Context: an optimization exercise on an open-source flow, tuned for small area. The choices shown serve that exercise and are no tape-out recipe. RTL that was checked went through simulation tests only; none was proved equivalent to the original. Only the layout flow was run in runs 5 and 6; the RTL was not checked for function there. Power and IR drop assume default switching activity.

<file path="flow/config.mk">
export PLATFORM = sky130hd
export DESIGN_NAME = reg_file
export DESIGN_NICKNAME = reg_file
export VERILOG_FILES = /design/flow/design.v
export SDC_FILE = /design/flow/constraint.sdc
export NUM_CORES = 4
export LEC_CHECK = 0
export CAP_MARGIN = 20
export CORE_MARGIN = 2
export CORE_UTILIZATION = 50
export CTS_BUF_LIST = sky130_fd_sc_hd__clkbuf_16
export CTS_CLUSTER_DIAMETER = 80
export CTS_CLUSTER_SIZE = 24
export SLEW_MARGIN = 20
export SYNTH_HIERARCHICAL = 1
</file>
<file path="flow/constraint.sdc">
create_clock -name core_clock -period 7.0 [get_ports {clock}]
set_input_delay 1.4000 -clock core_clock [delete_from_list [all_inputs] [get_ports {clock}]]
set_output_delay 1.4000 -clock core_clock [all_outputs]
set_load 0.01 [all_outputs]
</file>
<file path="flow/design.v">
package reg_file_pkg;
    localparam int RF_DATA_WIDTH = 32;
    localparam int RF_ADDR_WIDTH = 5;
    localparam int RF_NUM_REGS   = 2 ** RF_ADDR_WIDTH;
    typedef logic [RF_ADDR_WIDTH-1:0] reg_addr_t;
    typedef logic [RF_DATA_WIDTH-1:0] reg_data_t;
endpackage
module reg_read_mux #(
    parameter int DATA_WIDTH = 32,
    parameter int ADDR_WIDTH = 5,
    parameter int NUM_REGS   = 2 ** ADDR_WIDTH
) (
    input  logic [NUM_REGS-1:0][DATA_WIDTH-1:0] regs_i,
    input  logic [NUM_REGS-1:0]                 valid_i,
    input  logic [ADDR_WIDTH-1:0]               addr_i,
    output logic [DATA_WIDTH-1:0]               data_o
);
    logic [NUM_REGS-1:0] sel;
    rf_decode #(
        .ADDR_WIDTH (ADDR_WIDTH),
        .NUM_REGS   (NUM_REGS)
    ) u_decode (
        .valid_i (valid_i),
        .addr_i  (addr_i),
        .sel_o   (sel)
    );
    for (genvar b = 0; b < DATA_WIDTH; b++) begin : g_bit
        logic [NUM_REGS-1:0] col;
        for (genvar r = 0; r < NUM_REGS; r++) begin : g_col
            assign col[r] = regs_i[r][b];
        end
        rf_mux_bit #(
            .NUM_REGS (NUM_REGS)
        ) u_bit (
            .sel_i  (sel),
            .data_i (col),
            .data_o (data_o[b])
        );
    end
endmodule
module rf_decode #(
    parameter int ADDR_WIDTH = 5,
    parameter int NUM_REGS   = 2 ** ADDR_WIDTH
) (
    input  logic [NUM_REGS-1:0]   valid_i,
    input  logic [ADDR_WIDTH-1:0] addr_i,
    output logic [NUM_REGS-1:0]   sel_o
);
    always_comb begin
        for (int i = 0; i < NUM_REGS; i++) begin
            sel_o[i] = valid_i[i] && (addr_i == ADDR_WIDTH'(i));
        end
    end
endmodule
module rf_mux_bit #(
    parameter int NUM_REGS = 32
) (
    input  logic [NUM_REGS-1:0] sel_i,
    input  logic [NUM_REGS-1:0] data_i,
    output logic                data_o
);
    localparam int N3 = NUM_REGS / 3;             
    localparam int R3 = NUM_REGS % 3;             
    localparam int NG = N3 + R3;                  
    localparam int NN = (NG + 3) / 4;             
    logic [4*NN-1:0] grp_n;    
    logic [NN-1:0]   part;
    for (genvar g = 0; g < N3; g++) begin : g_aoi3
        rf_aoi222 u_aoi (
            .a0 (sel_i[3*g]),   .b0 (data_i[3*g]),
            .a1 (sel_i[3*g+1]), .b1 (data_i[3*g+1]),
            .a2 (sel_i[3*g+2]), .b2 (data_i[3*g+2]),
            .y  (grp_n[g])
        );
    end
    for (genvar g = 0; g < R3; g++) begin : g_rest
        rf_nand2 u_nand (
            .a (sel_i[3*N3+g]), .b (data_i[3*N3+g]),
            .y (grp_n[N3+g])
        );
    end
    for (genvar g = NG; g < 4*NN; g++) begin : g_pad
        assign grp_n[g] = 1'b1;
    end
    for (genvar n = 0; n < NN; n++) begin : g_nand
        if (4*n + 3 < NG) begin : g_n4
            rf_nand4 u_nand (
                .a (grp_n[4*n]), .b (grp_n[4*n+1]), .c (grp_n[4*n+2]), .d (grp_n[4*n+3]),
                .y (part[n])
            );
        end else if (4*n + 2 < NG) begin : g_n3
            rf_nand3 u_nand (
                .a (grp_n[4*n]), .b (grp_n[4*n+1]), .c (grp_n[4*n+2]),
                .y (part[n])
            );
        end else if (4*n + 1 < NG) begin : g_n2
            rf_nand2 u_nand (
                .a (grp_n[4*n]), .b (grp_n[4*n+1]),
                .y (part[n])
            );
        end else begin : g_n1
            assign part[n] = ~grp_n[4*n];
        end
    end
    assign data_o = |part;
endmodule
module rf_aoi222 (
    input  logic a0, b0, a1, b1, a2, b2,
    output logic y
);
    assign y = ~((a0 & b0) | (a1 & b1) | (a2 & b2));
endmodule
module rf_nand4 (
    input  logic a, b, c, d,
    output logic y
);
    assign y = ~(a & b & c & d);
endmodule
module rf_nand3 (
    input  logic a, b, c,
    output logic y
);
    assign y = ~(a & b & c);
endmodule
module rf_nand2 (
    input  logic a, b,
    output logic y
);
    assign y = ~(a & b);
endmodule
module reg_file #(
    parameter int DATA_WIDTH = reg_file_pkg::RF_DATA_WIDTH,
    parameter int ADDR_WIDTH = reg_file_pkg::RF_ADDR_WIDTH
) (
    input  logic                  clock,
    input  logic                  reset,
    input  logic [ADDR_WIDTH-1:0] read_reg1,
    input  logic [ADDR_WIDTH-1:0] read_reg2,
    input  logic [ADDR_WIDTH-1:0] write_reg,
    input  logic [DATA_WIDTH-1:0] write_data,
    input  logic                  reg_write,
    output logic [DATA_WIDTH-1:0] read_data1,
    output logic [DATA_WIDTH-1:0] read_data2
);
    localparam int NUM_REGS = 2 ** ADDR_WIDTH;
    logic [NUM_REGS-1:0][DATA_WIDTH-1:0] mem_q;
    logic [NUM_REGS-1:0][DATA_WIDTH-1:0] mem_d;
    logic [NUM_REGS-1:0]                 valid_q;
    logic [NUM_REGS-1:0]                 we;
    logic [NUM_REGS-1:0]                 we_n;
    always_comb begin
        for (int i = 0; i < NUM_REGS; i++) begin
            we[i]   = reg_write && (write_reg == ADDR_WIDTH'(i));
            we_n[i] = !we[i];
        end
    end
    for (genvar r = 0; r < NUM_REGS; r++) begin : g_row
        for (genvar b = 0; b < DATA_WIDTH; b++) begin : g_bit
            rf_hold_mux u_mux (
                .we   (we[r]),
                .wd   (write_data[b]),
                .we_n (we_n[r]),
                .q    (mem_q[r][b]),
                .d    (mem_d[r][b])
            );
        end
    end
    always_ff @(posedge clock) begin
        mem_q <= mem_d;
    end
    always_ff @(posedge clock or negedge reset) begin
        if (!reset) begin
            valid_q <= '0;
        end else begin
            valid_q <= valid_q | we;
        end
    end
    reg_read_mux #(
        .DATA_WIDTH (DATA_WIDTH),
        .ADDR_WIDTH (ADDR_WIDTH),
        .NUM_REGS   (NUM_REGS)
    ) u_read_mux1 (
        .regs_i  (mem_q),
        .valid_i (valid_q),
        .addr_i  (read_reg1),
        .data_o  (read_data1)
    );
    reg_read_mux #(
        .DATA_WIDTH (DATA_WIDTH),
        .ADDR_WIDTH (ADDR_WIDTH),
        .NUM_REGS   (NUM_REGS)
    ) u_read_mux2 (
        .regs_i  (mem_q),
        .valid_i (valid_q),
        .addr_i  (read_reg2),
        .data_o  (read_data2)
    );
endmodule
module rf_hold_mux (
    input  logic we, wd, we_n, q,
    output logic d
);
    assign d = (we & wd) | (we_n & q);
endmodule
</file>
<file path="flow/run.sh">
#!/bin/bash
# synth_recipe.tcl (not shown) runs the flow's synth.tcl, then flattens the netlist and writes it again
# the make line also repeats each setting of config.mk as NAME=value (left out here)
make -C /OpenROAD-flow-scripts/flow DESIGN_CONFIG=/design/flow/config.mk WORK_HOME=/design/flow/orfs CLKGATE_MAP_FILE= SYNTH_SCRIPT=/design/flow/synth_recipe.tcl finish
</file>
==> impl_results.md, run 1 <==
* Placer congestion estimate at 0.9291
* Synthesized flop and latch total at 1056
* EDFF count, synth at 0
* Nets at 3699
* Crit start category: input pin
* Status: complete, no violations
* Final Non-Filler Cells at 4733
* Critical Path End Type: output port
* Seq/Total Area, Yosys at 52.95%
* Initial core utilization at 50.27%
* CTS H-tree lvls at 2
* Post-cts resize count at 0
* Net Count, Synth at 3391
* Final Cycle Share at 94.81%
* Final ANT Viol Nets at 0
* CP Data Required Time at 5.60 ns
* Synth cell types at 32
* Antenna violations before repair at 6
* Share of cells above drive strength 1 at 8.756%
* Setup CP Type: input pin to output port
* Max-cap check violation count at 0
* Post-synthesis cell area at 40230 um2
* Num ports at 114
* Final Hold Fails at 0
* CTS buffer count at 52
* Die X at 287.7 um
* Fill cells at 6648
* Final setup fails at 0
* Sequential Power Share at 60.2%
* DIE AREA at 82740 um2
* Worst-skew pair later-pin latency at 0.66 ns
* Psw at 3.936 mW
* Hold path depth at 1
* Worst r2r path cells at 1
* Max incr delay on CP at 0.66 ns
* Min-delay worst type: register to register
* Crit path max fanout at 26
* Initial drt markers at 9914
* HPWL after DPL at 114600 um
* Worst Hold Launch: valid_q[2]
* Largest net degree at the start of global routing at 33
* CP Cell Sequence: clkdlybuf4s50_1 -> nor3_1 -> and3_1 -> buf_4 -> a222oi_1 -> nand4_1 -> or3_1 -> clkdlybuf4s50_1
* Setup TNS at 0 ns
* Switch share at 28.92%
* Via count at 41.44k
* Global-route wire length before repair at 284500 um
* DR vias/cell at 8.756
* Max clock buf depth at 3
* CP max stage cell: or3_1
* Area leader, netlist: dfxtp_1
* Most frequent cells in the layout: a22o_1 (1024), dfxtp_1 (1024), a222oi_1 (640)
* Tightest Pin Transition at 1.374 ns
* Drt drc at 0
* Final core occ at 57.09%
* GRT overflow at 0
* Avg WL per Cell at 42.97 um
* PwrDens at 297.9 nW/um2
* Max Slew Vio Count at 0
* Root Driver: clkbuf_16
* Core area at 80030 um2
* Worst vdd ir at 0.0002755 V
* CTS Hold Bufs at 0
* Footprint of the multi-input gates at 19120 um2
* Num Clock Sinks at 1056
* Async set or reset register ratio after synthesis at 3.030%
* Logic pwr share at 14.2%
* Placed Cells at 4654
* Aggregate global-route resource usage at 46.96%
* Period minus WS final at 6.637 ns
* CP delay by family, top: simple AND/OR/NAND/NOR gates
* Post-CTS Setup Bufs at 0
* Area grow syn2layout at 13.57%
* Die H at 287.7 um
* Cell mode on critical path: clkdlybuf4s50_1
* Total detailed-routing wirelength at 203400 um
* Internal power at 9.673 mW
* RSZ-0062 raised after global routing: false
* DR pass1 iterations at 15
* R2r endpoint: valid_q[17]
* Total power at 13.61 mW
* WHS Endpoint: valid_q[2]
* Clock power frac at 25.7%
* Most common flop cell mapped by yosys: dfxtp_1
* R2r setup slk at 6.28 ns
* Fmax achieved at 150.7 MHz
* Clock Pin Slew Worst Setup and Hold Paths at 0.10 ns
* TritonCTS clock tree: built
* # rows at 104
* Worst clock skew at 0 ns
* Synth area leaders: dfxtp_1 (51%), a22o_1 (22%), a222oi_1 (16%), nand4_1 (3.0%), dfrtp_1 (2.0%)
* I/O Buffers at 113
* P_leak at 18.35 nW
* Vias in the first global route at 39.79k
* Buf/Inv on CP at 3
* Synth top area share at 50.96%
* Max-slew headroom at 8.393%
* Sequential cell area at 21300 um2
* Critical Path AT at 5.24 ns
* Reg-to-Reg Start: valid_q[17]
* Synth Warn # at 8
* Syn Inst Count at 3341
* Mean post-synth cell area at 12.04 um2
Yosys stat by module, one instance, submodules excluded, excerpt:
module       flops+latches  times used  cell area, um2
rf_hold_mux              0        1024           8.758
rf_nand2                 0         128           3.754
rf_aoi222                0         640           10.01
reg_file              1056           1           22120
rf_nand4                 0         192           6.256
registers in the layout (all words and copies together) (netlist names):
register	count
mem_q	1024
valid_q	32
worst max path at each step:
stage,from,end,slack (ns),cells past startpoint
global route,read_reg1[3],read_data1[19],0.40,7
CTS,read_reg1[3],read_data1[13],0.58,8
finish,read_reg2[4],read_data2[22],0.36,8
detailed placement,read_reg1[3],read_data1[13],0.60,8
global placement,read_reg1[4],read_data1[7],0.65,8
floorplan,read_reg1[2],read_data1[0],2.66,5
synth_stat cells, types with 4 or more instances:
library cell	n
clkbuf_1	9
and2_1	5
a22o_1	1024
a222oi_1	640
nand2_1	161
nor2b_1	10
and3b_2	4
nor2_1	33
and3_1	62
dfrtp_1	32
nand4_1	193
dfxtp_1	1024
buf_2	8
and3_2	4
nor3b_2	6
a21o_1	32
nor2_2	4
or3_1	64
routing by layer:
metal / GRT usage, % / wire length (um)
met1: 59.69 / 71040
met2: 64.77 / 81320
met4: 33.23 / 17000
met3: 18.05 / 33870
met5: 1.628 / 134
logic make-up (layout without fill, tap and decap cells):
| family | Yosys count | in the layout | synth area share, % |
|---|---|---|---|
| compound gates | 1696 | 1696 | 38.82 |
| buf+inv | 21 | 346 | 0.2612 |
| flops | 1056 | 1056 | 52.95 |
| other cells | 0 | 7 | 0 |
| simple gates | 568 | 568 | 7.975 |
cell type report:
cell class / count / share of cell area [%]
flip-flops and latches: 1056 / 46.62
multi-input cells: 2264 / 41.85
diodes: 7 / 0.03834
well taps: 1060 / 2.903
repair buffers: 275 / 5.340
clock buffers: 54 / 2.958
clock inverters: 17 / 0.2876
per-stage QoR:
stage	worst slack, ns	cell area [um2]	hold WS (ns)
3_3_place_gp	0.6499	44100	0.4448
2_1_floorplan	2.662	40230	0.4322
3_5_place_dp	0.6034	44160	0.4543
5_1_grt	0.3999	45680	0.4982
4_1_cts	0.5844	45640	0.4797
6_report	0.3635	45690	0.4797
power groups by stage:
stage,Combinational [mW],Sequential [mW],Clock (mW)
after floorplan,1.18,7.99,0
after global placement,1.79,8.16,0
after detailed placement,1.86,8.24,0
after CTS,1.87,8.13,3.46
after global routing,2.01,8.31,3.69
final,1.93,8.19,3.49
==> run 2, diff against run 1 <==
--- a/flow/config.mk
+++ b/flow/config.mk
@@ -9,3 +9,3 @@
 export CORE_MARGIN = 2
-export CORE_UTILIZATION = 50
+export CORE_UTILIZATION = 60
 export CTS_BUF_LIST = sky130_fd_sc_hd__clkbuf_16
==> impl_results.md, run 2 <==
* Psw at 3.911 mW (-0.62%)
* Seq/Total Area, Yosys at 52.95% (unchanged)
* CTS Hold Bufs at 0 (unchanged)
* Drt drc at 0 (unchanged)
* Area leader, netlist: dfxtp_1
* R2r setup slk at 6.24 ns (-0.04 ns)
* Via count at 42.58k (+2.7%)
* Fmax achieved at 145.7 MHz (-3.3%)
* Tightest Pin Transition at 1.350 ns (-0.02401 ns)
* Synth area leaders: dfxtp_1 (51%), a22o_1 (22%), a222oi_1 (16%), nand4_1 (3.0%), dfrtp_1 (2.0%)
* CTS buffer count at 51 (-1.9%)
* Syn Inst Count at 3341 (unchanged)
* EDFF count, synth at 0 (unchanged)
* P_leak at 18.35 nW (about the same)
* Initial core utilization at 60.86% (+11 points)
* Max reg flops at 1024 (unchanged)
* Sequential Power Share at 60.8% (+0.6 points)
* Setup TNS at 0 ns (unchanged)
* Worst clock skew at 0 ns (unchanged)
* Post-synthesis cell area at 40230 um2 (unchanged)
* Antenna violations before repair at 10 (+4)
* Critical Path End Type: output port
* Top post-synthesis cells by count: a22o_1 (1024), dfxtp_1 (1024), a222oi_1 (640)
* Most flops, register: mem_q
* Worst r2r path cells at 1 (unchanged)
* RSZ-0062 raised after global routing: false
* Final setup fails at 0 (unchanged)
* Period minus WS final at 6.864 ns (+0.2272 ns)
* Nets at 3702 (+0.081%)
* Status: complete, no violations
* DIE AREA at 69130 um2 (-16%)
* Area grow syn2layout at 13.00%
* Largest net degree at the start of global routing at 33 (unchanged)
* Die X at 262.9 um (-8.6%)
* Num Clock Sinks at 1056 (unchanged)
* Aggregate global-route resource usage at 53.32% (+6.4 points)
* Final Hold Fails at 0 (unchanged)
* Synth top area share at 50.96% (unchanged)
* Post-CTS Setup Bufs at 0 (unchanged)
* Max incr delay on CP at 0.83 ns (+0.17 ns)
* HPWL after DPL at 110700 um (-3.4%)
* Num ports at 114 (unchanged)
* Total detailed-routing wirelength at 194900 um (-4.1%)
* Share of cells above drive strength 1 at 8.322% (-0.43 points)
* Synthesized flop and latch total at 1056 (unchanged)
* Global-route wire length before repair at 275200 um (-3.3%)
* Vias in the first global route at 41.12k (+3.3%)
* CTS H-tree lvls at 2 (unchanged)
* Buf/Inv on CP at 2 (-1)
* Critical Path AT at 5.46 ns (+0.22 ns)
* # rows at 94 (-9.6%)
* Avg WL per Cell at 42.93 um (about the same)
* Worst vdd ir at 0.0002392 V (-13%)
* Setup WS post-layout at 0.1363 ns (-0.2272 ns)
* DR vias/cell at 9.377 (+7.1%)
* I/O Buffers at 113 (unchanged)
* CP max stage cell: nand4_1
* Synth Warn # at 8 (unchanged)
* Min-delay worst type: register to register
* Max-cap check violation count at 0 (unchanged)
* Placer congestion estimate at 1.093 (+18%)
* Die H at 262.9 um (-8.6%)
* Hold path depth at 1 (unchanged)
* Worst-skew pair later-pin latency at 0.67 ns (about the same)
* Synth cell types at 32 (unchanged)
* Async set or reset register ratio after synthesis at 3.030% (unchanged)
* Switch share at 28.91% (about the same)
* TritonCTS clock tree: built
* Placed Cells at 4458 (-4.2%)
* Logic pwr share at 14.3% (about the same)
* Crit start category: input pin
* Fill cells at 4921 (-26%)
* Cell mode on critical path: clkdlybuf4s50_1
* Net Count, Synth at 3391 (unchanged)
* CP delay by family, top: simple AND/OR/NAND/NOR gates
* Core area at 66100 um2 (-17%)
* Max clock buf depth at 3 (unchanged)
* Most common flop cell mapped by yosys: dfxtp_1
* Root Driver: clkbuf_16
* CP Cell Sequence: clkdlybuf4s50_1 -> nor3b_2 -> and3_2 -> a222oi_1 -> nand4_1 -> or3_1 -> clkdlybuf4s50_1
* Largest regs: mem_q (1024), valid_q (32)
* Worst Hold Launch: valid_q[26]
* WHS Endpoint: valid_q[26]
* Internal power at 9.618 mW (-0.56%)
* Final ANT Viol Nets at 0 (unchanged)
* Final core occ at 68.78% (+12 points)
* R2r endpoint: valid_q[11]
* PwrDens at 297.6 nW/um2 (about the same)
* Initial drt markers at 12.25k (+24%)
* Dpl cell area at 43880 um2 (-0.63%)
* Reg-to-Reg Start: valid_q[11]
* Pre-CTS setup slack at 0.6585 ns (+0.05515 ns)
* Most frequent cells in the layout: a22o_1 (1024), dfxtp_1 (1024), a222oi_1 (640)
* Max-slew headroom at 9.994% (+1.6 points)
* Final Non-Filler Cells at 4541 (-4.1%)
* Setup CP Type: input pin to output port
* CP Data Required Time at 5.60 ns (about the same)
* Mean post-synth cell area at 12.04 um2 (unchanged)
* Clock power frac at 24.9% (-0.8 points)
* Total power at 13.53 mW (-0.58%)
* GRT overflow at 0 (unchanged)
* Min Hold Slack at 0.4725 ns (-0.007213 ns)
* Final Cycle Share at 98.05% (+3.2 points)
* Fin area at 45460 um2 (-0.50%)
* DR pass1 iterations at 17 (+2)
* Max Slew Vio Count at 0 (unchanged)
* Post-cts resize count at 0 (unchanged)
* Clock Pin Slew Worst Setup and Hold Paths at 0.10 ns (about the same)
* Crit path max fanout at 32 (+23%)
run 2: per-layer routing:
| metal | routed length, um | share of wire, % | up-vias | global-route usage [%] |
|---|---|---|---|---|
| met1 | 61990 | 32 | 20067 | 63.93 |
| met5 | 251 | 0.13 | - | 2.079 |
| li1 | - | - | 15939 | - |
| met4 | 20200 | 10 | 10 | 42.01 |
| met2 | 74710 | 38 | 5086 | 72.16 |
| met3 | 37780 | 19 | 1477 | 26.06 |
run 2: cell families (layout without fill, tap and decap cells):
family	count (synthesis)	count (layout)	share of synthesized area, %
other cells	0	12	0
simple gates	568	568	7.975
compound gates	1696	1696	38.82
buf+inv	21	345	0.2612
flops	1056	1056	52.95
run 2: worst max-delay path by stage:
stage	startpoint	endpoint	slack [ns]	cells after the start
6_report	read_reg2[3]	read_data2[29]	0.14	7
3_5_place_dp	read_reg1[1]	read_data1[26]	0.66	8
2_1_floorplan	read_reg1[2]	read_data1[0]	2.66	5
5_1_grt	read_reg2[3]	read_data2[29]	0.13	8
4_1_cts	read_reg1[1]	read_data1[26]	0.65	8
3_3_place_gp	read_reg1[1]	read_data1[26]	0.71	8
run 2: layout make-up:
| type | instances | area, um2 | share of cell area [%] |
|---|---|---|---|
| diodes | 12 | 30.03 | 0.06606 |
| clock buffers | 52 | 1301 | 2.862 |
| clock inverters | 14 | 106.4 | 0.2339 |
| multi-input cells | 2264 | 19100 | 42.01 |
| flip-flops and latches | 1056 | 21300 | 46.86 |
| well taps | 864 | 1081 | 2.378 |
| repair buffers | 279 | 2542 | 5.593 |
run 2: modules after synthesis, one instance, submodules excluded, a selection:
module	cell area [um2]	cells inside	flops+latches	times used
reg_file	22120	1197	1056	1
rf_aoi222	10.01	1	0	640
rf_hold_mux	8.758	1	0	1024
rf_nand4	6.256	1	0	192
rf_nand2	3.754	1	0	128
run 2: power groups by stage:
stage | combinational, mW | sequential (mW) | clock [mW]
2_1_floorplan | 1.18 | 7.99 | 0
3_3_place_gp | 1.76 | 8.17 | 0
3_5_place_dp | 1.84 | 8.27 | 0
4_1_cts | 1.85 | 8.16 | 3.32
5_1_grt | 2.01 | 8.33 | 3.53
6_report | 1.93 | 8.23 | 3.37
==> run 3, diff against run 2 <==
==> flow/flow/run.sh (new file) <==
#!/bin/bash
# Layout flow: the standard ORFS flow (standard.sh, standard synthesis
# unchanged) with two ORFS settings changed:
#  - the port buffers are buf_1 cells (every port still gets its buffer);
#  - CTS is not allowed to add dummy loads.
# make's full output goes to make.log here; each ORFS step logs under orfs/logs.
set -uo pipefail
bash standard.sh \
  "BUFFER_PORTS_ARGS=-buffer_cell sky130_fd_sc_hd__buf_1" \
  "CTS_ARGS=-sink_clustering_enable -repair_clock_nets -sink_clustering_size 24 -sink_clustering_max_diameter 80 -buf_list sky130_fd_sc_hd__clkbuf_16 -dont_use_dummy_load" \
  finish > make.log 2>&1
rc=$?
tail -20 make.log
exit $rc
==> flow/standard.sh (new file) <==
#!/bin/bash
# synth_recipe.tcl (not shown) runs the flow's synth.tcl, then flattens the netlist and writes it again
# the make line also repeats each setting of config.mk as NAME=value (left out here)
make -C /OpenROAD-flow-scripts/flow DESIGN_CONFIG=/design/flow/config.mk WORK_HOME=/design/flow/orfs CLKGATE_MAP_FILE= SYNTH_SCRIPT=/design/flow/synth_recipe.tcl "${@:-finish}"
removed: flow/run.sh
==> impl_results.md, run 3 <==
* Status: complete, no violations
* Net Count, Synth at 3391 (unchanged)
* Total power at 13.27 mW (-1.9%)
* Min-delay worst type: register to register
* Setup CP Type: input pin to output port
* R2r endpoint: valid_q[15]
* Post-cts resize count at 0 (unchanged)
* Max reg flops at 1024 (unchanged)
* Worst Hold Launch: valid_q[28]
* Met3 routed WL at 35230 um (-6.7%)
* Num ports at 114 (unchanged)
* Most frequent cells in the layout: a22o_1 (1024), dfxtp_1 (1024), a222oi_1 (640)
* Max clock buf depth at 3 (unchanged)
* Initial core utilization at 60.86% (unchanged)
* Initial drt markers at 11.57k (-5.6%)
* Root Driver: clkbuf_16
* Final setup fails at 0 (unchanged)
* Die H at 262.9 um (unchanged)
* Dpl cell area at 42880 um2 (-2.3%)
* TritonCTS clock tree: built
* Share of cells above drive strength 1 at 7.139% (-1.2 points)
* CTS buffer count at 51 (unchanged)
* Post-CTS Setup Bufs at 0 (unchanged)
* Async set or reset register ratio after synthesis at 3.030% (unchanged)
* Clock Pin Slew Worst Setup and Hold Paths at 0.07 ns (-0.03 ns)
* Antenna violations before repair at 13 (+3)
* Post-synthesis cell area at 40230 um2 (unchanged)
* Nets at 3666 (-0.97%)
* DR vias/cell at 9.312 (-0.69%)
* R2r setup slk at 6.30 ns (+0.06 ns)
* Setup TNS at 0 ns (unchanged)
* Final Hold Fails at 0 (unchanged)
* Worst-skew pair later-pin latency at 0.65 ns (-0.02 ns)
* EDFF count, synth at 0 (unchanged)
* Met2 routed WL at 72780 um (-2.6%)
* Synth cell types at 32 (unchanged)
* Final Non-Filler Cells at 4491 (-1.1%)
* # rows at 94 (unchanged)
* Worst r2r path cells at 1 (unchanged)
* Area leader, netlist: dfxtp_1
* Worst clock skew at 0 ns (unchanged)
* Largest net degree at the start of global routing at 33 (unchanged)
* Max-cap check violation count at 0 (unchanged)
* Final Cycle Share at 85.28% (-13 points)
* P_leak at 17.82 nW (-2.9%)
* CP Data Required Time at 5.60 ns (about the same)
* Fin area at 44360 um2 (-2.4%)
* Max Slew Vio Count at 0 (unchanged)
* Aggregate global-route resource usage at 51.50% (-1.8 points)
* Die X at 262.9 um (unchanged)
* Fmax achieved at 167.5 MHz (+15%)
* Via count at 41.82k (-1.8%)
* Core area at 66100 um2 (unchanged)
* Num Clock Sinks at 1056 (unchanged)
* Fill cells at 4957 (+0.73%)
* Synth Warn # at 8 (unchanged)
* Reg-to-Reg Start: valid_q[15]
* Placer congestion estimate at 0.9782 (-10%)
* RSZ-0062 raised after global routing: false
* Period minus WS final at 5.970 ns (-0.8938 ns)
* HPWL after DPL at 104300 um (-5.8%)
* PwrDens at 299.1 nW/um2 (+0.50%)
* Critical Path End Type: output port
* Crit start category: input pin
* DR top layer: met5
* Most flops, register: mem_q
* Tightest Pin Transition at 1.403 ns (+0.05262 ns)
* Avg WL per Cell at 42.13 um (-1.9%)
* Top post-synthesis cells by count: a22o_1 (1024), dfxtp_1 (1024), a222oi_1 (640)
* CTS H-tree lvls at 2 (unchanged)
* Critical Path AT at 4.57 ns (-0.89 ns)
* Final ANT Viol Nets at 0 (unchanged)
* Max-slew headroom at 6.486% (-3.5 points)
* Mean post-synth cell area at 12.04 um2 (unchanged)
* Synth area leaders: dfxtp_1 (51%), a22o_1 (22%), a222oi_1 (16%), nand4_1 (3.0%), dfrtp_1 (2.0%)
* Seq/Total Area, Yosys at 52.95% (unchanged)
* CTS Hold Bufs at 0 (unchanged)
* Total detailed-routing wirelength at 189200 um (-2.9%)
* Most common flop cell mapped by yosys: dfxtp_1
* Drt drc at 0 (unchanged)
* Global-route wire length before repair at 266500 um (-3.1%)
* Vias in the first global route at 39.93k (-2.9%)
* DR pass1 iterations at 15 (-2)
* Synth top area share at 50.96% (unchanged)
* Syn Inst Count at 3341 (unchanged)
* DIE AREA at 69130 um2 (unchanged)
* Largest regs: mem_q (1024), valid_q (32)
* Area grow syn2layout at 10.27%
* Met1 wire length at 62240 um (+0.40%)
* Placed Cells at 4420 (-0.85%)
* I/O Buffers at 113 (unchanged)
* GRT overflow at 0 (unchanged)
* Synthesized flop and latch total at 1056 (unchanged)
* Crit path max fanout at 22 (-31%)
* Hold path depth at 1 (unchanged)
* WHS Endpoint: valid_q[28]
* Worst vdd ir at 0.0002422 V (+1.2%)
## run 3: cell counts after synthesis
No cell type changed its count.
## run 3: routing by layer
layer / up-vias / GRT usage, %
met5: - / 0.9702
met4: 8 / 40.86
met3: 1320 / 22.51
met2: 4810 / 69.06
met1: 19808 / 64.00
li1: 15874 / -
## run 3: layout make-up
| type | count | area (um2) | area share [%] |
|---|---|---|---|
| diodes | 13 | 32.53 | 0.07333 |
| well taps | 864 | 1081 | 2.437 |
| clock buffers | 51 | 1276 | 2.877 |
| repair buffers | 243 | 1588 | 3.579 |
| multi-input cells | 2264 | 19080 | 43.02 |
| flip-flops and latches | 1056 | 21300 | 48.02 |
## run 3: kinds of logic after synthesis
logic type	after synthesis	share of synthesized area, %
compound gates	1696	38.82
buf+inv	21	0.2612
flops	1056	52.95
simple gates	568	7.975
## run 3: worst max-delay path by stage
stage | from | endpoint | slack, ns | cells after the start
detailed placement | read_reg1[0] | read_data1[8] | 1.41 | 8
global placement | read_reg2[0] | read_data2[31] | 1.52 | 8
CTS | read_reg1[0] | read_data1[8] | 1.40 | 8
finish | read_reg1[0] | read_data1[21] | 1.03 | 8
floorplan | read_reg1[2] | read_data1[0] | 2.66 | 5
global route | read_reg1[0] | read_data1[21] | 1.16 | 8
## run 3: power by group
group | internal [mW] | leakage, nW | switching [mW]
Sequential | 7.21 | 8.89 | 0.994
Clock | 1.30 | 0.629 | 1.95
Combinational | 0.940 | 8.30 | 0.867
## run 3: worst max-delay path: stages
cell and delay, ns:
buf_1 0.25, and3b_2 0.29, and3_1 0.47, buf_4 0.40
a222oi_1 0.40, nand4_1 0.58, or3_1 0.61, buf_1 0.17
## run 3: stage by stage
stage	hold WS, ns	setup slack [ns]	utilization [%]
after global routing	0.4920	1.163	67.08
after floorplan	0.4322	2.662	-
after CTS	0.4655	1.401	66.80
after global placement	0.4458	1.522	64.78
final	0.4744	1.030	67.11
after detailed placement	0.4506	1.414	64.87
## run 3: per-module statistics from Yosys, one instance, submodules excluded, a selection
module | times used | area, um2 | cells inside
rf_hold_mux | 1024 | 8.758 | 1
rf_aoi222 | 640 | 10.01 | 1
rf_nand4 | 192 | 6.256 | 1
reg_file | 1 | 22120 | 1197
rf_nand2 | 128 | 3.754 | 1
==> run 4, diff against run 3 <==
==> flow/flow/run.sh (replaced) <==
#!/bin/bash
# Layout flow: the standard ORFS flow (standard.sh, standard synthesis
# unchanged) with three ORFS settings changed:
#  - the port buffers are buf_1 cells (every port still gets its buffer);
#  - CTS is not allowed to add dummy loads;
#  - after global routing, gates off the critical paths are downsized
#    (RECOVER_POWER).
# make's full output goes to make.log here; each ORFS step logs under orfs/logs.
set -uo pipefail
bash standard.sh \
  "BUFFER_PORTS_ARGS=-buffer_cell sky130_fd_sc_hd__buf_1" \
  "CTS_ARGS=-sink_clustering_enable -repair_clock_nets -sink_clustering_size 24 -sink_clustering_max_diameter 80 -buf_list sky130_fd_sc_hd__clkbuf_16 -dont_use_dummy_load" \
  "RECOVER_POWER=100" \
  finish > make.log 2>&1
rc=$?
tail -20 make.log
exit $rc
--- a/flow/config.mk
+++ b/flow/config.mk
@@ -9,3 +9,3 @@
 export CORE_MARGIN = 2
-export CORE_UTILIZATION = 60
+export CORE_UTILIZATION = 50
 export CTS_BUF_LIST = sky130_fd_sc_hd__clkbuf_16
==> impl_results.md, run 4 <==
* Psw at 3.910 mW (+2.5%)
* DR vias/cell at 8.966 (-3.7%)
* RSZ-0062 raised after global routing: false
* CP Data Required Time at 5.60 ns (about the same)
* Tightest Pin Transition at 3.809 ns (+2.406 ns)
* Most common flop cell mapped by yosys: dfxtp_1
* Area leader, netlist: dfxtp_1
* Setup TNS at 0 ns (unchanged)
* Internal power at 9.484 mW (+0.32%)
* Syn Inst Count at 3341 (unchanged)
* Via count at 42.69k (+2.1%)
* Fmax achieved at 152.1 MHz (-9.2%)
* HPWL after DPL at 127900 um (+23%)
* Post-synthesis cell area at 40230 um2 (unchanged)
* Cell mode on critical path: clkbuf_1
* Final setup fails at 0 (unchanged)
* Num ports at 114 (unchanged)
* Final ANT Viol Nets at 0 (unchanged)
* Crit path max fanout at 14 (-36%)
* Critical Path End Type: output port
* Crit start category: input pin
* Share of cells above drive strength 1 at 8.245% (+1.1 points)
* Period minus WS final at 6.576 ns (+0.6059 ns)
* Worst-skew pair later-pin latency at 0.66 ns (about the same)
* Initial drt markers at 11.28k (-2.5%)
* Vias in the first global route at 40.59k (+1.7%)
* Seq/Total Area, Yosys at 52.95% (unchanged)
* Synth cell types at 32 (unchanged)
* Dpl cell area at 43850 um2 (+2.3%)
* Num Clock Sinks at 1056 (unchanged)
* Max reg flops at 1024 (unchanged)
* Die X at 287.7 um (+9.4%)
* Min-delay worst type: register to register
* Root Driver: clkbuf_16
* Final Cycle Share at 93.94% (+8.7 points)
* Mean post-synth cell area at 12.04 um2 (unchanged)
* CTS buffer count at 52 (+2.0%)
* I/O Buffers at 113 (unchanged)
* Placer congestion estimate at 0.9644 (-1.4%)
* Antenna violations before repair at 18 (+5)
* Nets at 3739 (+2.0%)
* Synth top area share at 50.96% (unchanged)
* Sequential Power Share at 61.5% (-0.4 points)
* Max incr delay on CP at 1.05 ns (+0.44 ns)
* Synth area leaders: dfxtp_1 (51%), a22o_1 (22%), a222oi_1 (16%), nand4_1 (3.0%), dfrtp_1 (2.0%)
* Total power at 13.39 mW (+0.95%)
* CP Cell Sequence: clkbuf_1 -> and3b_1 -> and3_1 -> clkbuf_1 -> buf_4 -> a222oi_1 -> nand4_1 -> or3_1 -> clkbuf_1
* GRT overflow at 0 (unchanged)
* Violated Checks: max-capacitance violations, max-slew violations
* # rows at 104 (+11%)
* Top post-synthesis cells by count: a22o_1 (1024), dfxtp_1 (1024), a222oi_1 (640)
* CP max stage cell: clkbuf_1
* Switch share at 29.19% (+0.44 points)
* Final Hold Fails at 0 (unchanged)
* Most flops, register: mem_q
* Core area at 80030 um2 (+21%)
* PwrDens at 298.1 nW/um2 (-0.35%)
* CTS H-tree lvls at 2 (unchanged)
* Worst vdd ir at 0.0002104 V (-13%)
* Async set or reset register ratio after synthesis at 3.030% (unchanged)
* Global-route wire length before repair at 303400 um (+14%)
* Synth Warn # at 8 (unchanged)
* Post-CTS Setup Bufs at 0 (unchanged)
* P_leak at 18.05 nW (+1.3%)
* DR pass1 iterations at 17 (+2)
* Max Slew Vio Count at 1074 (+1074)
* Placed Cells at 4694 (+6.2%)
* Die H at 287.7 um (+9.4%)
* Final Non-Filler Cells at 4761 (+6.0%)
* Net Count, Synth at 3391 (unchanged)
* Largest net degree at the start of global routing at 33 (unchanged)
* DIE AREA at 82740 um2 (+20%)
* Max clock buf depth at 3 (unchanged)
* Critical Path AT at 5.18 ns (+0.61 ns)
* Total detailed-routing wirelength at 220800 um (+17%)
* Logic pwr share at 13.6% (about the same)
* Clock power frac at 24.8% (+0.3 points)
* Fin area at 44940 um2 (+1.3%)
* Synthesized flop and latch total at 1056 (unchanged)
* Avg WL per Cell at 46.38 um (+10%)
* Largest regs: mem_q (1024), valid_q (32)
* TritonCTS clock tree: built
* Most frequent cells in the layout: a22o_1 (1024), dfxtp_1 (1024), a222oi_1 (640)
* Post-cts resize count at 0 (unchanged)
* Status: finished with violations
* Area grow syn2layout at 11.71%
* Max-slew headroom at -153.9% (-160 points)
* Worst clock skew at 0 ns (unchanged)
* Clock Pin Slew Worst Setup and Hold Paths at 0.09 ns (+0.02 ns)
* Aggregate global-route resource usage at 50.99% (-0.51 points)
* EDFF count, synth at 0 (unchanged)
* CTS Hold Bufs at 0 (unchanged)
* Drt drc at 0 (unchanged)
* Max-cap check violation count at 39 (+39)
* Setup CP Type: input pin to output port
* Initial core utilization at 50.27% (-11 points)
-- run 4: final timing paths --
| kind | to | start | slack, ns | cells past startpoint |
|---|---|---|---|---|
| max | read_data2[9] | read_reg2[0] | 0.42 | 9 |
| min | mem_q[62] | mem_q[62] | 0.50 | 1 |
| max reg2reg | valid_q[24] | valid_q[24] | 6.26 | 1 |
| min reg2reg | mem_q[62] | mem_q[62] | 0.50 | 1 |
| max in group asynchronous | valid_q[11] | reset | 4.76 | 1 |
| min in group asynchronous | valid_q[21] | reset | 1.21 | 1 |
-- run 4: modules after synthesis (local to each module, per instance), a selection --
| module | cells | flops+latches | area (um2) |
|---|---|---|---|
| reg_file | 1197 | 1056 | 22120 |
| rf_hold_mux | 1 | 0 | 8.758 |
| rf_nand4 | 1 | 0 | 6.256 |
| rf_nand2 | 1 | 0 | 3.754 |
| rf_aoi222 | 1 | 0 | 10.01 |
-- run 4: final cells by class --
| class | count | area [um2] |
|---|---|---|
| Antenna cell | 14 | 35.03 |
| Clock buffer | 52 | 1301 |
| Fill cell | 6792 | 35090 |
| Multi-Input combinational cell | 2264 | 19040 |
| Sequential cell | 1056 | 21300 |
| Tap cell | 1060 | 1326 |
| Timing Repair Buffer | 315 | 1932 |
-- run 4: layer usage --
metal  part of all wire (%)  GRT usage [%]
met2                     39          69.85
met4                    8.9          36.97
met5                   0.21          3.837
met1                     34          61.28
met3                     18          24.94
-- run 4: power groups by stage --
stage / clock network [mW] / logic (mW) / registers [mW]
finish: 3.33 / 1.83 / 8.24
global route: 3.51 / 1.91 / 8.35
CTS: 3.31 / 1.76 / 8.17
detailed placement: 0 / 1.76 / 8.29
global placement: 0 / 1.69 / 8.22
floorplan: 0 / 1.18 / 7.99
-- run 4: worst max-delay path: cells and delay by family --
family	cells	cell delay, ns
buffers and inverters	4	2.17
AND/OR/NAND/NOR	4	1.45
AO/OA/AOI/OAI	1	0.11
-- run 4: stage by stage --
stage                     setup slack [ns]  hold slack (ns)  utilization, %
after CTS                            1.256           0.4992           56.41
after global placement               1.300           0.4726           54.69
final                               0.4242           0.5026           56.16
after floorplan                      2.662           0.4322               -
after global routing                0.6054           0.5167           56.12
after detailed placement             1.257           0.4779           54.79
-- run 4: cells by family after synthesis --
group | share of synthesized area (%)
compound gates | 38.82
buf+inv | 0.2612
flops | 52.95
simple gates | 7.975
==> run 5, diff against run 4 <==
--- a/flow/design.v
+++ b/flow/design.v
@@ -63,3 +63,3 @@
     localparam int R3 = NUM_REGS % 3;             
-    localparam int NG = N3 + R3;                  
+    localparam int NG = N3 + (R3 != 0 ? 1 : 0);   
     localparam int NN = (NG + 3) / 4;             
@@ -75,6 +75,12 @@
     end
-    for (genvar g = 0; g < R3; g++) begin : g_rest
+    if (R3 == 2) begin : g_aoi2
+        rf_aoi22 u_aoi (
+            .a0 (sel_i[3*N3]),   .b0 (data_i[3*N3]),
+            .a1 (sel_i[3*N3+1]), .b1 (data_i[3*N3+1]),
+            .y  (grp_n[N3])
+        );
+    end else if (R3 == 1) begin : g_nand2
         rf_nand2 u_nand (
-            .a (sel_i[3*N3+g]), .b (data_i[3*N3+g]),
-            .y (grp_n[N3+g])
+            .a (sel_i[3*N3]), .b (data_i[3*N3]),
+            .y (grp_n[N3])
         );
@@ -112,2 +118,8 @@
 endmodule
+module rf_aoi22 (
+    input  logic a0, b0, a1, b1,
+    output logic y
+);
+    assign y = ~((a0 & b0) | (a1 & b1));
+endmodule
 module rf_nand4 (
@@ -146,21 +158,7 @@
     logic [NUM_REGS-1:0][DATA_WIDTH-1:0] mem_q;
-    logic [NUM_REGS-1:0][DATA_WIDTH-1:0] mem_d;
     logic [NUM_REGS-1:0]                 valid_q;
     logic [NUM_REGS-1:0]                 we;
-    logic [NUM_REGS-1:0]                 we_n;
     always_comb begin
         for (int i = 0; i < NUM_REGS; i++) begin
-            we[i]   = reg_write && (write_reg == ADDR_WIDTH'(i));
-            we_n[i] = !we[i];
-        end
-    end
-    for (genvar r = 0; r < NUM_REGS; r++) begin : g_row
-        for (genvar b = 0; b < DATA_WIDTH; b++) begin : g_bit
-            rf_hold_mux u_mux (
-                .we   (we[r]),
-                .wd   (write_data[b]),
-                .we_n (we_n[r]),
-                .q    (mem_q[r][b]),
-                .d    (mem_d[r][b])
-            );
+            we[i] = reg_write && (write_reg == ADDR_WIDTH'(i));
         end
@@ -168,3 +166,7 @@
     always_ff @(posedge clock) begin
-        mem_q <= mem_d;
+        for (int i = 0; i < NUM_REGS; i++) begin
+            if (we[i]) begin
+                mem_q[i] <= write_data;
+            end
+        end
     end
@@ -198,7 +200 @@
 endmodule
-module rf_hold_mux (
-    input  logic we, wd, we_n, q,
-    output logic d
-);
-    assign d = (we & wd) | (we_n & q);
-endmodule
==> flow/run.sh (new file) <==
#!/bin/bash
# synth_recipe.tcl (not shown) runs the flow's synth.tcl, then flattens the netlist and writes it again
# the make line also repeats each setting of config.mk as NAME=value (left out here)
make -C /OpenROAD-flow-scripts/flow DESIGN_CONFIG=/design/flow/config.mk WORK_HOME=/design/flow/orfs CLKGATE_MAP_FILE= SYNTH_SCRIPT=/design/flow/synth_recipe.tcl finish
--- a/flow/config.mk
+++ b/flow/config.mk
@@ -9,6 +9,3 @@
 export CORE_MARGIN = 2
-export CORE_UTILIZATION = 50
-export CTS_BUF_LIST = sky130_fd_sc_hd__clkbuf_16
-export CTS_CLUSTER_DIAMETER = 80
-export CTS_CLUSTER_SIZE = 24
+export CORE_UTILIZATION = 40
 export SLEW_MARGIN = 20
removed: flow/flow/run.sh
removed: flow/standard.sh
==> impl_results.md, run 5 <==
* TritonCTS clock tree: built
* CP Data Required Time at 5.60 ns (about the same)
* Total detailed-routing wirelength at 166800 um (-24%)
* Max clock buf depth at 3 (unchanged)
* Aggregate global-route resource usage at 30.38% (-21 points)
* Seq/Total Area, Yosys at 76.07% (+23 points)
* Post-CTS Setup Bufs at 0 (unchanged)
* Most crowded layer after global routing: met2
* Top post-synthesis cells by count: edfxtp_1 (1024), a222oi_1 (640), nand4_1 (129)
* DR vias/cell at 7.774 (-13%)
* Setup WS post-layout at 0.6452 ns (+0.2210 ns)
* DR pass1 iterations at 13 (-4)
* Die H at 326.0 um (+13%)
* Synth top area share at 74.14% (+23 points)
* Dpl cell area at 45460 um2 (+3.7%)
* Final Cycle Share at 90.78% (-3.2 points)
* Pre-CTS setup slack at 0.8816 ns (-0.3755 ns)
* PwrDens at 277.5 nW/um2 (-6.9%)
* Fin area at 48770 um2 (+8.5%)
* Placer congestion estimate at 0.9376 (-2.8%)
* Fill cells at 8547 (+26%)
* Crit start category: input pin
* Avg WL per Cell at 42.01 um (-9.4%)
* Initial drt markers at 8322 (-26%)
* Most common flop cell mapped by yosys: edfxtp_1
* Setup TNS at 0 ns (unchanged)
* Min-delay worst type: register to register
* P_leak at 15.10 nW (-16%)
* Area leader, netlist: edfxtp_1
* Most flops, register: mem_q
* Max Slew Vio Count at 0 (-100%)
* Nets at 2553 (-32%)
* Net Count, Synth at 2253 (-34%)
* Max-slew headroom at 18.83% (+170 points)
* Drt drc at 0 (unchanged)
* R2r setup slk at 6.26 ns (about the same)
* Final Hold Fails at 0 (unchanged)
* Most frequent cells in the layout: edfxtp_1 (1024), a222oi_1 (640), nand4_1 (129)
* Critical Path End Type: output port
* Setup CP Type: input pin to output port
* Syn Inst Count at 2203 (-34%)
* Area grow syn2layout at 17.59%
* M2 GR Usage at 44.03% (-26 points)
* Final ANT Viol Nets at 0 (unchanged)
* Fmax achieved at 157.4 MHz (+3.5%)
* DIE AREA at 106300 um2 (+28%)
* Post-synthesis cell area at 41470 um2 (+3.1%)
* Share of cells above drive strength 1 at 16.90% (+8.7 points)
* Status: complete, no violations
* Largest regs: mem_q (1024), valid_q (32)
* Crit path max fanout at 32 (+18)
* # rows at 118 (+13%)
* Largest net degree at the start of global routing at 33 (unchanged)
* Num ports at 114 (unchanged)
* Vias in the first global route at 30.08k (-26%)
* Critical Path AT at 4.95 ns (-0.23 ns)
* Synthesized flop and latch total at 1056 (unchanged)
* Antenna violations before repair at 17 (-1)
* Final setup fails at 0 (unchanged)
* WHS Endpoint: valid_q[1]
* Reg-to-Reg Start: valid_q[13]
* Worst clock skew at 0 ns (unchanged)
* Max reg flops at 1024 (unchanged)
* Root Driver: clkbuf_16
* I/O Buffers at 113 (unchanged)
* Max-cap check violation count at 0 (-100%)
* GRT overflow at 0 (unchanged)
* Hold path depth at 1 (unchanged)
* Tightest Pin Transition at 1.218 ns (-2.591 ns)
* HPWL after DPL at 97240 um (-24%)
* Worst-skew pair later-pin latency at 0.69 ns (+0.03 ns)
* Mean post-synth cell area at 18.83 um2 (+56%)
* RSZ-0062 raised after global routing: false
* Most instantiated library cell after synthesis: edfxtp_1
* CTS Hold Bufs at 0 (unchanged)
* Worst Hold Launch: valid_q[1]
* Period minus WS final at 6.355 ns (-0.2210 ns)
* Num Clock Sinks at 1056 (unchanged)
* CTS H-tree lvls at 3 (+1)
* Synth cell types at 28 (-13%)
* Initial core utilization at 40.19% (-10 points)
* Most common cell after layout, fill and taps aside: edfxtp_1
* R2r endpoint: valid_q[13]
* Clock Pin Slew Worst Setup and Hold Paths at 0.05 ns (-0.04 ns)
* EDFF count, synth at 1024 (+1024)
* Synth Warn # at 8 (unchanged)
* GRT met1 Usage at 38.50% (-23 points)
* Die X at 326.0 um (+13%)
* Core area at 103200 um2 (+29%)
* Post-cts resize count at 0 (unchanged)
* Total power at 13.54 mW (+1.1%)
* Met3 Use GR at 13.62% (-11 points)
* Via count at 30.87k (-28%)
* Worst vdd ir at 0.0002364 V (+12%)
* Global-route wire length before repair at 228300 um (-25%)
* Synth area leaders: edfxtp_1 (74%), a222oi_1 (15%), nand4_1 (1.9%), a22oi_2 (1.9%), dfrtp_1 (1.9%)
* CTS buffer count at 105 (+100%)
* Worst r2r path cells at 1 (unchanged)
* Async set or reset register ratio after synthesis at 3.030% (unchanged)
## run 5: changes by cell type after synthesis, moves of 160 or more
cell	delta
a22o_1	-1024
edfxtp_1	+1024
dfxtp_1	-1024
nand2_1	-160
## run 5: per-layer routing
layer	vias up	routed length, um
met5	-	121
met2	3199	70910
met3	608	29840
met1	15485	56530
met4	12	9429
li1	11566	-
## run 5: modules after synthesis (local to each module, per instance), a selection
| module | times used | cells inside |
|---|---|---|
| rf_aoi222 | 640 | 1 |
| rf_aoi22 | 64 | 1 |
| rf_nand3 | 64 | 1 |
| reg_file | 1 | 1147 |
| rf_nand4 | 128 | 1 |
## run 5: final cells by class
class                           instances  area, um2  area share (%)
Multi-Input combinational cell       1132      10180           20.88
Tap cell                             1380       1727           3.540
Timing Repair Buffer                  208       1939           3.976
Clock inverter                         68      648.1           1.329
Sequential cell                      1056      31550           64.69
Antenna cell                            5      12.51         0.02565
Clock buffer                          122       2713           5.562
## run 5: kinds of logic after synthesis
group | count (synthesis) | share of synthesized area, %
AO/OA/AOI/OAI | 736 | 17.99
buffers and inverters | 15 | 0.1720
AND/OR/NAND/NOR | 396 | 5.765
flip-flops | 1056 | 76.07
## run 5: worst max-delay path: stages
cell and delay, ns:
clkdlybuf4s50_1 0.58, and3b_2 0.33, and3_2 0.57, a222oi_1 0.65
nand4_1 0.35, or3_1 0.50, clkdlybuf4s50_1 0.51
## run 5: how the worst max path moves through the flow
stage	start	to	slack (ns)	depth (start not counted)
finish	read_reg2[2]	read_data2[16]	0.65	7
global route	read_reg2[3]	read_data2[16]	0.57	8
CTS	read_reg2[3]	read_data2[16]	0.79	8
detailed placement	read_reg2[0]	read_data2[19]	0.88	8
global placement	read_reg2[2]	read_data2[19]	0.84	8
floorplan	read_reg1[0]	read_data1[0]	2.43	5
## run 5: through the flow
step                cells  hold slack [ns]  util (%)
detailed placement   3775           0.4754     44.05
CTS                  3965           0.4918     47.30
global route         3968           0.5153     47.25
floorplan            2203           0.4479         -
global placement     3775           0.4704     44.04
finish               3971           0.5033     47.26
## run 5: power by group
| group | internal (mW) | switching, mW | total, mW |
|---|---|---|---|
| Clock | 3.17 | 2.40 | 5.57 |
| Sequential | 7.05 | 0.0704 | 7.12 |
| Combinational | 0.313 | 0.528 | 0.841 |
==> run 6, diff against run 5 <==
==> flow/design.v (replaced) <==
package reg_file_pkg;
    localparam int RF_DATA_WIDTH = 32;
    localparam int RF_ADDR_WIDTH = 5;
    localparam int RF_NUM_REGS   = 2 ** RF_ADDR_WIDTH;
    typedef logic [RF_ADDR_WIDTH-1:0] reg_addr_t;
    typedef logic [RF_DATA_WIDTH-1:0] reg_data_t;
endpackage
module reg_read_mux #(
    parameter int DATA_WIDTH = 32,
    parameter int ADDR_WIDTH = 5,
    parameter int NUM_REGS   = 2 ** ADDR_WIDTH
) (
    input  logic [NUM_REGS-1:0][DATA_WIDTH-1:0] regs_i,
    input  logic [ADDR_WIDTH-1:0] addr_i,
    output logic [DATA_WIDTH-1:0] data_o
);
    assign data_o = regs_i[addr_i];
endmodule
module reg_file #(
    parameter int DATA_WIDTH = reg_file_pkg::RF_DATA_WIDTH,
    parameter int ADDR_WIDTH = reg_file_pkg::RF_ADDR_WIDTH
) (
    input  logic                  clock,
    input  logic                  reset,
    input  logic [ADDR_WIDTH-1:0] read_reg1,
    input  logic [ADDR_WIDTH-1:0] read_reg2,
    input  logic [ADDR_WIDTH-1:0] write_reg,
    input  logic [DATA_WIDTH-1:0] write_data,
    input  logic                  reg_write,
    output logic [DATA_WIDTH-1:0] read_data1,
    output logic [DATA_WIDTH-1:0] read_data2
);
    localparam int NUM_REGS = 2 ** ADDR_WIDTH;
    logic [NUM_REGS-1:0][DATA_WIDTH-1:0] mem_q;
    logic [NUM_REGS-1:0][DATA_WIDTH-1:0] mem_d;
    always_comb begin
        mem_d = mem_q;
        if (reg_write) begin
            mem_d[write_reg] = write_data;
        end
    end
    always_ff @(posedge clock or negedge reset) begin
        if (!reset) begin
            for (int i = 0; i < NUM_REGS; i++) begin
                mem_q[i] <= '0;
            end
        end else begin
            mem_q <= mem_d;
        end
    end
    reg_read_mux #(
        .DATA_WIDTH (DATA_WIDTH),
        .ADDR_WIDTH (ADDR_WIDTH),
        .NUM_REGS   (NUM_REGS)
    ) u_read_mux1 (
        .regs_i (mem_q),
        .addr_i (read_reg1),
        .data_o (read_data1)
    );
    reg_read_mux #(
        .DATA_WIDTH (DATA_WIDTH),
        .ADDR_WIDTH (ADDR_WIDTH),
        .NUM_REGS   (NUM_REGS)
    ) u_read_mux2 (
        .regs_i (mem_q),
        .addr_i (read_reg2),
        .data_o (read_data2)
    );
endmodule
--- a/flow/config.mk
+++ b/flow/config.mk
@@ -11,2 +11 @@
 export SLEW_MARGIN = 20
-export SYNTH_HIERARCHICAL = 1
==> impl_results.md, run 6 <==
* GRT met1 Usage at 36.25% (-2.3 points)
* Fmax achieved at 167.1 MHz (+6.2%)
* Worst-skew pair later-pin latency at 0.72 ns (+0.03 ns)
* Post-cts resize count at 0 (unchanged)
* Most frequent cells in the layout: mux2i_1 (1024), dfrtp_1 (1024), mux2_2 (994)
* Area grow syn2layout at 12.85%
* Crit path max fanout at 24 (-25%)
* CTS Hold Bufs at 0 (unchanged)
* Most crowded layer after global routing: met2
* Clock Pin Slew Worst Setup and Hold Paths at 0.06 ns (about the same)
* Post-synthesis cell area at 55690 um2 (+34%)
* Synthesized flop and latch total at 1024 (-3.0%)
* Vias in the first global route at 38.93k (+29%)
* Most common flop cell mapped by yosys: dfrtp_1
* Drt drc at 0 (unchanged)
* Initial core utilization at 40.40% (+0.21 points)
* Critical Path AT at 4.59 ns (-0.36 ns)
* R2r setup slk at 6.18 ns (-0.08 ns)
* CTS buffer count at 112 (+6.7%)
* Dpl cell area at 58920 um2 (+30%)
* Period minus WS final at 5.986 ns (-0.3691 ns)
* Aggregate global-route resource usage at 25.20% (-5.2 points)
* Placer congestion estimate at 0.8054 (-14%)
* Final Non-Filler Cells at 6433 (+62%)
* Share of cells above drive strength 1 at 30.13% (+13 points)
* CP Data Required Time at 5.60 ns (about the same)
* R2r endpoint: mem_q[396]
* Max-slew headroom at 21.94% (+3.1 points)
* Initial drt markers at 3307 (-60%)
* HPWL after DPL at 101900 um (+4.8%)
* Via count at 39.15k (+27%)
* Core area at 137800 um2 (+34%)
* DR pass1 iterations at 5 (-8)
* Worst r2r path cells at 1 (unchanged)
* CTS H-tree lvls at 3 (unchanged)
* Tightest Pin Transition at 1.167 ns (-0.05082 ns)
* Synth cell types at 33 (+18%)
* Met3 Use GR at 4.540% (-9.1 points)
* Final Hold Fails at 0 (unchanged)
* Die X at 377.1 um (+16%)
* Hold path depth at 1 (unchanged)
* Area leader, netlist: dfrtp_1
* RSZ-0062 raised after global routing: false
* Setup TNS at 0 ns (unchanged)
* Max-cap check violation count at 0 (unchanged)
* Critical Path End Type: output port
* P_leak at 29.74 nW (+97%)
* Seq/Total Area, Yosys at 46.02% (-30 points)
* EDFF count, synth at 0 (-100%)
* Worst clock skew at 0 ns (unchanged)
* Total detailed-routing wirelength at 181600 um (+8.9%)
* Num ports at 114 (unchanged)
* Net Count, Synth at 4681 (+110%)
* Nets at 4595 (+80%)
* Max reg flops at 1024 (unchanged)
* Final core occ at 45.59% (-1.7 points)
* Status: complete, no violations
* DR vias/cell at 6.085 (-22%)
* Global-route wire length before repair at 268400 um (+18%)
* DIE AREA at 142200 um2 (+34%)
* WHS Endpoint: mem_q[296]
* Max Slew Vio Count at 0 (unchanged)
* Final ANT Viol Nets at 0 (unchanged)
* Fill cells at 12.56k (+47%)
* PwrDens at 303.7 nW/um2 (+9.4%)
* Synth Warn # at 1 (-7)
* Die H at 377.1 um (+16%)
* Worst Hold Launch: mem_q[296]
* Top post-synthesis cells by count: dfrtp_1 (1024), mux2i_1 (1024), mux2_2 (994)
* Syn Inst Count at 4629 (+110%)
* Antenna violations before repair at 8 (-9)
* Fin area at 62840 um2 (+29%)
* Worst vdd ir at 0.0001884 V (-20%)
* # rows at 136 (+15%)
* Largest regs: mem_q (1024)
* Crit start category: input pin
* Placed Cells at 6222 (+65%)
* Num Clock Sinks at 1024 (-3.0%)
* Post-CTS Setup Bufs at 0 (unchanged)
* Async set or reset register ratio after synthesis at 100.0% (+97 points)
* Final Cycle Share at 85.51% (-5.3 points)
* Root Driver: clkbuf_16
* M2 GR Usage at 38.13% (-5.9 points)
* Final setup fails at 0 (unchanged)
* Most flops, register: mem_q
* Max clock buf depth at 3 (unchanged)
* Synth top area share at 46.02% (-28 points)
* GRT overflow at 0 (unchanged)
* Mean post-synth cell area at 12.03 um2 (-36%)
* Setup CP Type: input pin to output port
* Reg-to-Reg Start: mem_q[396]
* Synth area leaders: dfrtp_1 (46%), mux2_2 (20%), mux2i_1 (18%), a22oi_1 (2.6%), a22o_1 (2.0%)
* TritonCTS clock tree: built
* Avg WL per Cell at 28.23 um (-33%)
* Largest net degree at the start of global routing at 171 (+420%)
* Min-delay worst type: register to register
* Critical Path Start: read_reg1[0]
* I/O Buffers at 113 (unchanged)
run 6: kinds of logic after synthesis:
group,synth area share (%)
flops,46.02
compound gates,7.055
fa+ha+maj,0.04493
xor+xnor,0.04495
buf+inv,3.357
mux,39.11
simple gates,4.370
run 6: metal layers:
metal	wire length (um)	vias up
li1	-	16966
met1	83550	20626
met2	80750	1263
met3	11810	284
met4	5471	6
met5	41	-
run 6: worst max path at each step:
stage | to | slack [ns] | depth (start not counted)
after global routing | read_data1[14] | 0.98 | 8
after CTS | read_data1[31] | 1.09 | 8
final | read_data1[31] | 1.01 | 8
after detailed placement | read_data1[31] | 1.08 | 8
after floorplan | read_data2[10] | 2.74 | 7
after global placement | read_data1[14] | 1.12 | 8
run 6: stage by stage:
| step | setup slack, ns | hold slack, ns | power, mW |
|---|---|---|---|
| 2_1_floorplan | 2.740 | 0.4793 | 11.36 |
| 3_3_place_gp | 1.124 | 0.4916 | 12.55 |
| 3_5_place_dp | 1.081 | 0.5035 | 12.70 |
| 4_1_cts | 1.093 | 0.5162 | 19.18 |
| 5_1_grt | 0.9751 | 0.5278 | 20.02 |
| 6_report | 1.014 | 0.5111 | 19.09 |
run 6: area by class of cell:
cell class | instances | area, um2 | area share [%]
Inverter | 3 | 11.26 | 0.01792
Sequential cell | 1024 | 25620 | 40.78
Clock inverter | 57 | 824.5 | 1.312
Antenna cell | 5 | 12.51 | 0.01991
Tap cell | 1794 | 2245 | 3.572
Timing Repair Buffer | 246 | 2565 | 4.082
Multi-Input combinational cell | 3156 | 28380 | 45.16
Clock buffer | 148 | 3181 | 5.061
run 6: critical path: stages:
cell,delay (ns)
clkdlybuf4s50_1,0.62
nor2b_4,0.76
buf_4,0.50
a22o_1,0.21
nor3_1,0.05
a31oi_1,0.17
nand3_1,0.26
clkdlybuf4s50_1,0.58
run 6: report_power, final:
| part | internal [mW] | switching (mW) |
|---|---|---|
| combinational | 2.24 | 1.88 |
| clock | 3.92 | 2.55 |
| sequential | 7.42 | 1.09 |
| total | 13.6 | 5.51 |

## re-timing with driven ports
The flow's constraints put no driver on any port. The routed layouts listed below were extracted and timed again, unchanged, in two steps. Step 1 sets driving cells, clkbuf_16 on the clock port and buf_2 on the other inputs (assumed; they add their load-dependent delay and slew). Step 2 moves the port delays by t, midway between the first and last clock arrival at a register: inputs arrive t later, outputs are due t later. That takes back most of the time a late clock gives input paths. Three values: ideal ports, drivers, drivers and shift; two values: the first two.
run	t (ns)	slack for setup (ns)	worst setup path at the end	worst slew at a driven data input, ns	pins driven straight from the clock port
run 1	0.747	0.363 / 0.336 / 0.336	input to output	0.14	1
run 2	0.746	0.136 / 0.116 / 0.116	input to output	0.06	1
run 3	0.726	1.030 / 0.990 / 0.990	input to output	0.16	1
run 4	0.725	0.424 / 0.385 / 0.357	input to register	0.10	1
run 5	0.754	0.645 / 0.580 / 0.580	input to output	0.31	1
run 6	0.790	1.014 / 0.949 / 0.949	input to output	0.30	1
For run 4, which loses most, drivers alone change the setup slack by -0.039 ns; drivers and shift together by -0.067 ns.
